From an optimization exercise on the open Yosys and OpenROAD flow, aimed at small area; shortcuts taken in it are not production practice. RTL that was checked went through simulation tests only; none was proved equivalent to the original. The RTL of run 2 was laid out without a check of its function.

## flow/design.v (module list and top-level ports; edited modules follow where they fit)
// module add_rca: 15 lines
// module add_bk: 33 lines
// module add_sk: 26 lines
// module pan_tilt_top: 943 lines
module pan_tilt_top (
	input  logic clk,
	input  logic reset,
	input  logic in_valid,
	input  logic [11:0] x_com,
	input  logic [11:0] y_com,
	input  logic [11:0] x_light,
	input  logic [11:0] y_light,
	input  logic [11:0] height,
	output logic out_valid,
	output logic [7:0] pan,
	output logic [7:0] tilt
);
  // ...
==> flow/flow/run.sh <==
#!/bin/bash
set -euo pipefail
bash standard.sh ADDER_MAP_FILE= finish > flow_make.log 2>&1
==> flow/standard.sh <==
#!/bin/bash
# synth_recipe.tcl (not shown) runs the flow's synth.tcl, then flattens the netlist and writes it again
# the make line also repeats each setting of config.mk as NAME=value (left out here)
make -C /OpenROAD-flow-scripts/flow DESIGN_CONFIG=/design/flow/config.mk WORK_HOME=/design/flow/orfs CLKGATE_MAP_FILE= SYNTH_SCRIPT=/design/flow/synth_recipe.tcl "${@:-finish}"
==> flow/config.mk <==
export PLATFORM = sky130hd
export DESIGN_NAME = pan_tilt_top
export DESIGN_NICKNAME = pan_tilt_top
export VERILOG_FILES = /design/flow/design.v
export SDC_FILE = /design/flow/constraint.sdc
export NUM_CORES = 4
export LEC_CHECK = 0
export ABC_AREA = 1
export CAP_MARGIN = 20
export CORE_MARGIN = 2
export CORE_UTILIZATION = 40
export CTS_CLUSTER_DIAMETER = 120
export CTS_CLUSTER_SIZE = 30
export SLEW_MARGIN = 20
==> flow/constraint.sdc <==
create_clock -name core_clock -period 5.0 [get_ports {clk}]
set_input_delay 1.0000 -clock core_clock [delete_from_list [all_inputs] [get_ports {clk}]]
set_output_delay 1.0000 -clock core_clock [all_outputs]
set_load 0.01 [all_outputs]
==> results by group, run 1 <==
Status
  – Status: timing/DRC/antenna clean

Worst hold path
  – Hold EP: tb1_r11
  – Worst hold path cell count: 0

Critical path
  – FF-to-FF End: ty7_r10[9]
  – Critical path, cell by cell: nand2_2 -> inv_1 -> nor2_1 -> inv_1 -> nor2_1 -> inv_1 -> nand2_1 -> nand3_1 -> a311o_1 -> nand3_2 -> and3_4 -> nand2_1 -> nor2_2 -> nand2_1 -> nor2_2 -> and2_1 -> inv_1 -> nor2_2 -> nand2_2 -> nand2_1 -> a31oi_1 -> clkdlybuf4s50_1
  – CP startpoint kind: register

Synth
  – FFs w/ async S/R, synth: 0%
  – Synth area leaders: dfxtp_1 30%, nand2_1 20%, xor2_1 11%, inv_1 7.5%, nand3_1 6.2%
  – #FFs+latches synth: 489
  – Seq/Total Area, Yosys: 29.73%

Clock network
  – CTS Buf Count: 23
  – Clock-pin slew on the worst setup and hold paths: 0.11 ns

Layout
  – Register area: 9806 um2
  – Sequential cell count: ~500
  – Most common cell after layout, fill and taps aside: nand2_1
  – Final-layout non-clock buffer area share: 3.200%

Route
  – DR top layer: met4
  – DR WL/cell: 10.52 um
  – DRC violations left: 0

Job
  – MaxCap Viol Count: 0

Floorplanning
  – N_taps: between 1000 and 1500
  – Rows: about 110

STA
  – Final setup margin: 0.3677 ns

Global route
  – Largest net degree at the start of global routing: 31
  – Initial antenna violation count: 0

Place
  – Placed instance count: 6230
==> run 2, diff against run 1 <==
--- a/flow/design.v
+++ b/flow/design.v
@@ -540,17 +540,17 @@
 	add_rca #(.W(14)) u_add17 (.a(px6_q4), .b({11'b0, (py6_q4[8:6] ^ {3{py6_q4[9]}})}), .ci(py6_q4[9]), .s(px7_s4));
 	add_sk #(.W(9)) u_add18 (.a(py6_q4[8:0]), .b(({1'b0, px6_q4[13:6]} ^ {9{~py6_q4[9]}})), .ci(~py6_q4[9]), .s(py7_s4));
 	assign pb7_s4 = ~py7_s4[8];
 	add_rca #(.W(14)) u_add19 (.a(px7_s4), .b({13'b0, (py7_s4[7:7] ^ {1{py7_s4[8]}})}), .ci(py7_s4[8]), .s(px8_s4));
 	add_sk #(.W(8)) u_add20 (.a(py7_s4[7:0]), .b(({1'b0, px7_s4[13:7]} ^ {8{~py7_s4[8]}})), .ci(~py7_s4[8]), .s(py8_s4));
 	assign pb8_s4 = ~py8_s4[7];
 	assign pX_s4 = px8_s4;
 	assign pa9_s4 = {2'b0, py8_s4[7]};
-	add_sk #(.W(7)) u_add21 (.a(py8_s4[6:0]), .b(({1'b0, px8_s4[13:8]} ^ {7{~py8_s4[7]}})), .ci(~py8_s4[7]), .s(py9_s4));
+	add_rca #(.W(7)) u_add21 (.a(py8_s4[6:0]), .b(({1'b0, px8_s4[13:8]} ^ {7{~py8_s4[7]}})), .ci(~py8_s4[7]), .s(py9_s4));
 	assign py9_q5 = ~py9_r5;
 	assign pX_q5 = ~pX_r5;
 	assign hcsa_s5_1 = height_r5[0] ^ height_r5[2];
 	assign hcsa_s5_2 = height_r5[0] & height_r5[2];
 	assign hcsa_s5_3 = height_r5[1] ^ height_r5[3] ^ height_r5[4];
 	assign hcsa_s5_4 = (height_r5[1] & height_r5[3]) | (height_r5[1] & height_r5[4]) | (height_r5[3] & height_r5[4]);
 	assign hcsa_s5_5 = height_r5[2] ^ height_r5[4] ^ height_r5[5];
 	assign hcsa_s5_6 = (height_r5[2] & height_r5[4]) | (height_r5[2] & height_r5[5]) | (height_r5[4] & height_r5[5]);
@@ -663,34 +663,34 @@
 	assign hcsa_s5_113 = {1'b0, hcsa_s5_112, hcsa_s5_110, hcsa_s5_108, hcsa_s5_106, hcsa_s5_104, hcsa_s5_102, hcsa_s5_100, hcsa_s5_98, hcsa_s5_96, hcsa_s5_94, hcsa_s5_92, hcsa_s5_90, hcsa_s5_88, hcsa_s5_86, hcsa_s5_84, hcsa_s5_82, hcsa_s5_80, hcsa_s5_78, hcsa_s5_76, hcsa_s5_74, hcsa_s5_73, height_r5[2], height_r5[1], height_r5[0], height_r5[1], height_r5[0]};
 	assign hcsa_s5_114 = {1'b0, height_r5[11], hcsa_s5_111, hcsa_s5_109, hcsa_s5_107, hcsa_s5_105, hcsa_s5_103, hcsa_s5_101, hcsa_s5_99, hcsa_s5_97, hcsa_s5_95, hcsa_s5_93, hcsa_s5_91, hcsa_s5_89, hcsa_s5_87, hcsa_s5_85, hcsa_s5_83, hcsa_s5_81, hcsa_s5_79, hcsa_s5_77, hcsa_s5_75, height_r5[5], height_r5[4], height_r5[3], height_r5[2], 1'b0, 1'b0};
 	add_rca #(.W(27)) u_add22 (.a(hcsa_s5_113), .b(hcsa_s5_114), .ci(1'b0), .s(hcsa_s5_115));
 	assign hs_s5 = hcsa_s5_115[26:14];
 	assign pb9_s5 = ~py9_q5[6];
 	assign pa10_s5 = pa9_r5 + {2'b0, py9_q5[6]};
 	assign plo9_s5 = {1'b0, pX_q5[2:0]} + {1'b0, pa9_r5};
 	assign pc9_s5 = (&pX_q5[8:3]) & plo9_s5[3];
-	add_sk #(.W(6)) u_add23 (.a(py9_q5[5:0]), .b(({1'b0, pX_q5[13:9]} ^ {6{~py9_q5[6]}})), .ci(~(pc9_s5 ^ py9_q5[6])), .s(py10_s5));
+	add_rca #(.W(6)) u_add23 (.a(py9_q5[5:0]), .b(({1'b0, pX_q5[13:9]} ^ {6{~py9_q5[6]}})), .ci(~(pc9_s5 ^ py9_q5[6])), .s(py10_s5));
 	assign pb10_s5 = ~py10_s5[5];
 	assign pa11_s5 = pa10_s5 + {2'b0, py10_s5[5]};
 	assign plo10_s5 = {1'b0, pX_q5[2:0]} + {1'b0, pa10_s5};
 	assign pc10_s5 = (&pX_q5[9:3]) & plo10_s5[3];
-	add_sk #(.W(5)) u_add24 (.a(py10_s5[4:0]), .b(({1'b0, pX_q5[13:10]} ^ {5{~py10_s5[5]}})), .ci(~(pc10_s5 ^ py10_s5[5])), .s(py11_s5));
+	add_rca #(.W(5)) u_add24 (.a(py10_s5[4:0]), .b(({1'b0, pX_q5[13:10]} ^ {5{~py10_s5[5]}})), .ci(~(pc10_s5 ^ py10_s5[5])), .s(py11_s5));
 	assign pb11_s5 = ~py11_s5[4];
 	assign pa12_s5 = pa11_s5 + {2'b0, py11_s5[4]};
 	assign plo11_s5 = {1'b0, pX_q5[2:0]} + {1'b0, pa11_s5};
 	assign pc11_s5 = (&pX_q5[10:3]) & plo11_s5[3];
-	add_sk #(.W(5)) u_add25 (.a(py11_s5), .b(({2'b0, pX_q5[13:11]} ^ {5{~py11_s5[4]}})), .ci(~(pc11_s5 ^ py11_s5[4])), .s(py12_s5));
+	add_rca #(.W(5)) u_add25 (.a(py11_s5), .b(({2'b0, pX_q5[13:11]} ^ {5{~py11_s5[4]}})), .ci(~(pc11_s5 ^ py11_s5[4])), .s(py12_s5));
 	assign pX_q6 = ~pX_r6;
 	assign py12_q6 = ~py12_r6;
 	assign pb12_s6 = ~py12_q6[4];
 	assign pa13_s6 = pa12_r6 + {2'b0, py12_q6[4]};
 	assign plo12_s6 = {1'b0, pX_q6[2:0]} + {1'b0, pa12_r6};
 	assign pc12_s6 = (&pX_q6[11:3]) & plo12_s6[3];
-	add_sk #(.W(4)) u_add26 (.a(py12_q6[3:0]), .b(({2'b0, pX_q6[13:12]} ^ {4{~py12_q6[4]}})), .ci(~(pc12_s6 ^ py12_q6[4])), .s(py13_s6));
+	add_rca #(.W(4)) u_add26 (.a(py12_q6[3:0]), .b(({2'b0, pX_q6[13:12]} ^ {4{~py12_q6[4]}})), .ci(~(pc12_s6 ^ py12_q6[4])), .s(py13_s6));
 	assign pb13_s6 = ~py13_s6[3];
 	assign pa14_s6 = pa13_s6 + {2'b0, py13_s6[3]};
 	add_sk #(.W(14)) u_add27 (.a(pX_q6), .b({11'b0, pa14_s6}), .ci(1'b0), .s(px14_s6));
 	add_sk #(.W(14)) u_add28 (.a(px14_s6), .b({1'b0, hs_r6}), .ci(1'b0), .s(tx1_s6));
 	add_sk #(.W(15)) u_add29 (.a({1'b0, px14_s6}), .b(~{2'b0, hs_r6}), .ci(1'b1), .s(ty1_s6));
 	assign tx1_q7 = ~tx1_r7;
 	assign ty1_q7 = ~ty1_r7;
 	assign pcsa_s7_1 = pb2_r7 ^ pb3_r7;
@@ -806,29 +806,29 @@
 	assign tx7_q10 = ~tx7_r10;
 	assign ty7_q10 = ~ty7_r10;
 	assign tb7_s10 = ~ty7_q10[9];
 	add_rca #(.W(15)) u_add43 (.a(tx7_q10), .b({13'b0, (ty7_q10[8:7] ^ {2{ty7_q10[9]}})}), .ci(ty7_q10[9]), .s(tx8_s10));
 	add_sk #(.W(9)) u_add44 (.a(ty7_q10[8:0]), .b(({1'b0, tx7_q10[14:7]} ^ {9{~ty7_q10[9]}})), .ci(~ty7_q10[9]), .s(ty8_s10));
 	assign tb8_s10 = ~ty8_s10[8];
 	assign tX_s10 = tx8_s10;
 	assign ta9_s10 = {2'b0, ty8_s10[8]};
-	add_sk #(.W(8)) u_add45 (.a(ty8_s10[7:0]), .b(({1'b0, tx8_s10[14:8]} ^ {8{~ty8_s10[8]}})), .ci(~ty8_s10[8]), .s(ty9_s10));
+	add_rca #(.W(8)) u_add45 (.a(ty8_s10[7:0]), .b(({1'b0, tx8_s10[14:8]} ^ {8{~ty8_s10[8]}})), .ci(~ty8_s10[8]), .s(ty9_s10));
 	assign tXh9_s10 = tX_s10[14:9];
 	assign tXa9_s10 = &tX_s10[8:3];
 	assign tXl9_s10 = tX_s10[2:0];
 	assign ty9_q11 = ~ty9_r11;
 	assign tXh9_q11 = ~tXh9_r11;
 	assign tXl9_q11 = ~tXl9_r11;
 	assign tX_s11 = {tXh9_q11, {6{tXa9_r11}}, tXl9_q11};
 	assign tb9_s11 = ~ty9_q11[7];
 	assign ta10_s11 = ta9_r11 + {2'b0, ty9_q11[7]};
 	assign tlo9_s11 = {1'b0, tX_s11[2:0]} + {1'b0, ta9_r11};
 	assign tc9_s11 = (&tX_s11[8:3]) & tlo9_s11[3];
-	add_sk #(.W(7)) u_add46 (.a(ty9_q11[6:0]), .b(({1'b0, tX_s11[14:9]} ^ {7{~ty9_q11[7]}})), .ci(~(tc9_s11 ^ ty9_q11[7])), .s(ty10_s11));
+	add_rca #(.W(7)) u_add46 (.a(ty9_q11[6:0]), .b(({1'b0, tX_s11[14:9]} ^ {7{~ty9_q11[7]}})), .ci(~(tc9_s11 ^ ty9_q11[7])), .s(ty10_s11));
 	assign tpcsa_s11_1 = tb2_r11 ^ tb3_r11;
 	assign tpcsa_s11_2 = tb2_r11 & tb3_r11;
 	assign tpcsa_s11_3 = tpcsa_s11_1 ^ tb4_r11 ^ tb6_r11;
 	assign tpcsa_s11_4 = (tpcsa_s11_1 & tb4_r11) | (tpcsa_s11_1 & tb6_r11) | (tb4_r11 & tb6_r11);
 	assign tpcsa_s11_5 = tpcsa_s11_2 ^ tb2_r11 ^ tb4_r11;
 	assign tpcsa_s11_6 = (tpcsa_s11_2 & tb2_r11) | (tpcsa_s11_2 & tb4_r11) | (tb2_r11 & tb4_r11);
 	assign tpcsa_s11_7 = tb1_r11 ^ tb5_r11;
 	assign tpcsa_s11_8 = tb1_r11 & tb5_r11;
@@ -889,26 +889,26 @@
 	assign tpcsa_s11_63 = {1'b1, tpcsa_s11_62, tpcsa_s11_60, tpcsa_s11_58, tpcsa_s11_56, tpcsa_s11_54, tpcsa_s11_52, tpcsa_s11_50, tpcsa_s11_48, tpcsa_s11_46, tpcsa_s11_44, tpcsa_s11_42, tpcsa_s11_40, tpcsa_s11_38, tpcsa_s11_37, 1'b1};
 	assign tpcsa_s11_64 = {1'b0, 1'b1, tpcsa_s11_61, tpcsa_s11_59, tpcsa_s11_57, tpcsa_s11_55, tpcsa_s11_53, tpcsa_s11_51, tpcsa_s11_49, tpcsa_s11_47, tpcsa_s11_45, tpcsa_s11_43, tpcsa_s11_41, tpcsa_s11_39, 1'b1, 1'b0};
 	add_sk #(.W(16)) u_add47 (.a(tpcsa_s11_63), .b(tpcsa_s11_64), .ci(1'b0), .s(tpcsa_s11_65));
 	assign tpart_s11 = tpcsa_s11_65;
 	assign tb10_s11 = ~ty10_s11[6];
 	assign ta11_s11 = ta10_s11 + {2'b0, ty10_s11[6]};
 	assign tlo10_s11 = {1'b0, tX_s11[2:0]} + {1'b0, ta10_s11};
 	assign tc10_s11 = (&tX_s11[9:3]) & tlo10_s11[3];
-	add_sk #(.W(6)) u_add48 (.a(ty10_s11[5:0]), .b(({1'b0, tX_s11[14:10]} ^ {6{~ty10_s11[6]}})), .ci(~(tc10_s11 ^ ty10_s11[6])), .s(ty11_s11));
+	add_rca #(.W(6)) u_add48 (.a(ty10_s11[5:0]), .b(({1'b0, tX_s11[14:10]} ^ {6{~ty10_s11[6]}})), .ci(~(tc10_s11 ^ ty10_s11[6])), .s(ty11_s11));
 	assign tb11_s11 = ~ty11_s11[5];
 	assign ta12_s11 = ta11_s11 + {2'b0, ty11_s11[5]};
 	assign tlo11_s11 = {1'b0, tX_s11[2:0]} + {1'b0, ta11_s11};
 	assign tc11_s11 = (&tX_s11[10:3]) & tlo11_s11[3];
-	add_sk #(.W(5)) u_add49 (.a(ty11_s11[4:0]), .b(({1'b0, tX_s11[14:11]} ^ {5{~ty11_s11[5]}})), .ci(~(tc11_s11 ^ ty11_s11[5])), .s(ty12_s11));
+	add_rca #(.W(5)) u_add49 (.a(ty11_s11[4:0]), .b(({1'b0, tX_s11[14:11]} ^ {5{~ty11_s11[5]}})), .ci(~(tc11_s11 ^ ty11_s11[5])), .s(ty12_s11));
 	assign tb12_s11 = ~ty12_s11[4];
 	assign tlo12_s11 = {1'b0, tX_s11[2:0]} + {1'b0, ta12_s11};
 	assign tc12_s11 = (&tX_s11[11:3]) & tlo12_s11[3];
-	add_sk #(.W(5)) u_add50 (.a(ty12_s11), .b(({2'b0, tX_s11[14:12]} ^ {5{~ty12_s11[4]}})), .ci(~(tc12_s11 ^ ty12_s11[4])), .s(ty13_s11));
+	add_rca #(.W(5)) u_add50 (.a(ty12_s11), .b(({2'b0, tX_s11[14:12]} ^ {5{~ty12_s11[4]}})), .ci(~(tc12_s11 ^ ty12_s11[4])), .s(ty13_s11));
 	assign ty13_q12 = ~ty13_r12;
 	assign tb13_s12 = ~ty13_q12[4];
 	assign tqcsa_s12_1 = tb11_r12 ^ tb12_r12;
 	assign tqcsa_s12_2 = tb11_r12 & tb12_r12;
 	assign tqcsa_s12_3 = tb10_r12 ^ tb12_r12;
 	assign tqcsa_s12_4 = tb10_r12 & tb12_r12;
 	assign tqcsa_s12_5 = {1'b0, 1'b0, tb10_r12, tqcsa_s12_4, tqcsa_s12_2, tqcsa_s12_1, 1'b0};
 	assign tqcsa_s12_6 = {1'b0, 1'b0, 1'b0, tb11_r12, tqcsa_s12_3, tb13_s12, 1'b0};
==> run 2 against run 1 <==
Against the previous run: utilization rose by 1.4 points; critical path type unchanged; register-to-register slack got worse by 0.10 ns; first-iteration DRC count fell by 11%; final area rose by 1.4%; critical endpoint is now tilt[5]; sequential cell count did not move.
==> results by group, run 2 <==
Floorplanning
  – Rows: 104 (-0.95%)
  – Num ports: 80
  – DIE WIDTH: 288.8 um
  – Starting Density: between 40% and 50%
  – Core area: between 80000 and 90000 um2
  – Die area: roughly 83000 um2
  – Chip height: about 290 um

STA
  – Final setup margin: 0.3839 ns (+0.01628 ns)
  – Setup violators final: 0
  – Post-Route Skew: between 0.04 and 0.05 ns
  – Tightest Pin Transition: ~0.60 ns
  – Fin. max-slew vios: 0
  – Final Hold Viols: 0
  – Final cycle utilization of the critical path: 92.32%
  – Achievable Freq: 216.6 MHz
  – Crit path time final: around 4.6 ns
  – Relative slew margins: 59.61%

Clock network
  – CTS Sinks: 489
  – H-tree depth: 1
  – CTS tree: yes
  – Clock-pin slew on the worst setup and hold paths: 0.11 ns (about the same)
  – Worst-skew pair later-pin latency: 0.61 ns
  – Max Buffers Root-to-Sink: 3
  – CTS Buf Count: 22 (-4.3%)
  – CTS root buffer: clkbuf_16

Route
  – Detailed Routing Iterations Pass 1: 5
  – Final ANT Viol Nets: 0
  – DRT Wirelength: 65060 um
  – DR WL/cell: 10.73 um (+2.0%)
  – DRC violations left: 0 (unchanged)
  – Vias per inst: ~4.5
  – Initial drt markers: slightly below 1000
  – Routed vias: 27070

Synth
  – FFs w/ async S/R, synth: 0% (unchanged)
  – Top-count cell post-synth: nand2_1
  – Syn. warnings: 11
  – Cell Area, Synth: 32450 um2
  – Distinct cells, synth: 73
  – Share of the synthesized area in the top cell type: a little under a third
  – Synth cell count leaders: 1579 x nand2_1, 598 x inv_1, 489 x dfxtp_1
  – Synth area leaders: dfxtp_1 30%, nand2_1 18%, xor2_1 13%, inv_1 6.9%, nand3_1 5.9%
  – #FFs+latches synth: 489 (unchanged)
  – Mapped Cells: 4853
  – Avg Synthesized Cell Area: about 6.7 um2
  – Leading area contributor after synthesis: dfxtp_1
  – Ys flop type: dfxtp_1
  – Post-synth EDFFs: 0
  – Seq/Total Area, Yosys: 30.17% (+0.44 points)
  – Net count after synthesis: 4916

Layout
  – Final core utilization: 45.27%
  – Area of the multi-input gates: 20660 um2
  – Register area: 9821 um2 (+0.15%)
  – Diodes inserted: 0
  – Most common cell after layout, fill and taps aside: nand2_1
  – Most frequent cells in the layout: 1545 x nand2_1, 593 x inv_1, 476 x dfxtp_1
  – Nets@finish: 5059
  – Fillers: between 8000 and 9000
  – Area grow syn2layout: 12.19%
  – Share of cells above drive strength 1: 12.70%

Worst hold path
  – Hold crit path type: reg -> reg
  – Hold_sp: height_r4[11]

Global route
  – Grt met2 use: 28.44%
  – Vias in the first global route: 24830
  – First-pass GRT wire length: 111200 um
  – Largest net degree at the start of global routing: 31 (unchanged)
  – Total track usage: between 10% and 20%
  – Grt total ovfl: 0
  – Busiest grt layer: met2
  – Initial antenna violation count: 0 (unchanged)
  – GRT met3 Usage: 1.378%
  – Global routing usage on met1: 20.37%

Place
  – Post-DP HPWL: 53170 um
  – Setup WS pre-CTS: -0.1801 ns
  – I/O Buffers: 79
  – Gp weighted congestion: about 0.83

Critical path
  – WS Path Type: reg -> out
  – Largest fanout on the critical path: 6
  – Critical Path Sink Type: output port
  – Reg2reg start: px6_r4[8]
  – CP max-delay cell: dfxtp_2
  – Worst endpoint data arrival time: 3.62 ns
  – CP startpoint kind: register
  – Crit. Startpoint: tb11_r12
  – Worst Path Required: ~4.0 ns
  – CP peak stage delay: 0.37 ns
  – Critical path, cell by cell: inv_1 -> nor3_4 -> a21oi_1 -> nand2_1 -> nand3b_1 -> nor2_1 -> o211ai_1 -> o211ai_1 -> and3_1 -> nand2_1 -> nor2_2 -> nand2_1 -> nor2_2 -> and2_1 -> inv_1 -> nor2_2 -> nand2_2 -> buf_4 -> a21oi_1 -> nor2_1 -> dlygate4sd2_1

Status
  – Status: timing/DRC/antenna clean

Job
  – MaxCap Viol Count: 0 (unchanged)
run 2: critical path, delay by kind of cell (launching register included):
kind / cells / cell delay (ns)
simple gates: 13 / 1.56
compound gates: 4 / 0.49
flops: 1 / 0.37
buf+inv: 4 / 0.60
run 2: kinds of logic after synthesis:
logic type / Yosys count / synth area share [%]
muxes: 8 / 0.2661
adders and majority gates: 14 / 0.4473
buffers and inverters: 675 / 8.275
xor gates and xnor gates: 712 / 19.57
AOI/OAI and AO/OA: 293 / 5.256
DFF: 489 / 30.17
and+or+nand+nor: 2662 / 36.02
run 2: cell type report:
type | count | share of cell area, %
multi-input cells | 3691 | 56.76
flip-flops and latches | 489 | 26.98
inverters | 616 | 6.366
repair buffers | 176 | 4.320
well taps | 1060 | 3.643
clock buffers | 24 | 1.591
clock inverters | 10 | 0.3437
run 2: per-layer routing:
layer,vias to the layer above,part of all wire [%]
li1,15110,-
met1,11730,49
met2,183,47
met3,44,2.1
met4,0,1.4
met5,-,0
run 2: repair_timing:
action                                 in CTS  in global routing
gates cloned                                0                  2
hold buffers                                0                  0
setup endpoints to repair                   8                 83
endpoints found under the hold margin       0                  0
pin swaps                                   2                 28
resized for setup                          12                173
setup buffers                               2                 36
run 2: final timing paths:
path	end	slack, ns	depth (start not counted)
setup / recovery	tilt[5]	0.38	21
hold reg to reg	height_r5[11]	0.31	0
setup reg to reg	py9_r5[6]	0.47	35
hold / removal	height_r5[11]	0.31	0
run 2: metrics by stage:
step	area, um2	instances	hold WS, ns	TNS [ns]
3_5_place_dp	34640	5992	0.3121	-0.6330
3_3_place_gp	34640	5992	0.3095	-0.2726
5_1_grt	36400	6066	0.3334	-0.3916
6_report	36400	6066	0.3111	0
2_1_floorplan	32450	4853	0.3096	0
4_1_cts	35390	6028	0.2992	0

==> what the ideal ports hide <==
In the flow no input, the clock included, has a driving cell. The finished layouts below were timed again as built, in two steps.
Step 1 sets driving cells, clkbuf_16 on the clock port and buf_2 on the other inputs (assumed; they add their load-dependent delay and slew).
Step 2 adds t to the input delays and takes it off the output delays; t is the mean of the earliest and latest rising clock arrival at the registers after step 1. Input paths then give back, and output paths get back, about the clock's delay inside the block.
a / b / c = no drivers / after step 1 / after step 2; a / b = the first two.
| run | t, ns | slack for setup (ns) | hold WS [ns] | worst data-port slew with drivers (ns) | cell pins on the clock port's net |
|---|---|---|---|---|---|
| run 1 | 0.653 | 0.368 / 0.306 / 0.109 | 0.333 / 0.333 / 0.333 | 0.05 | 1 |
| run 2 | 0.640 | 0.384 / 0.324 / -0.088 | 0.311 / 0.311 / 0.311 | 0.05 | 1 |
With both steps, setup timing fails in run 2, where it was met with ideal ports. For run 2, which loses most, drivers alone change the setup slack by -0.060 ns; drivers and shift together by -0.472 ns.
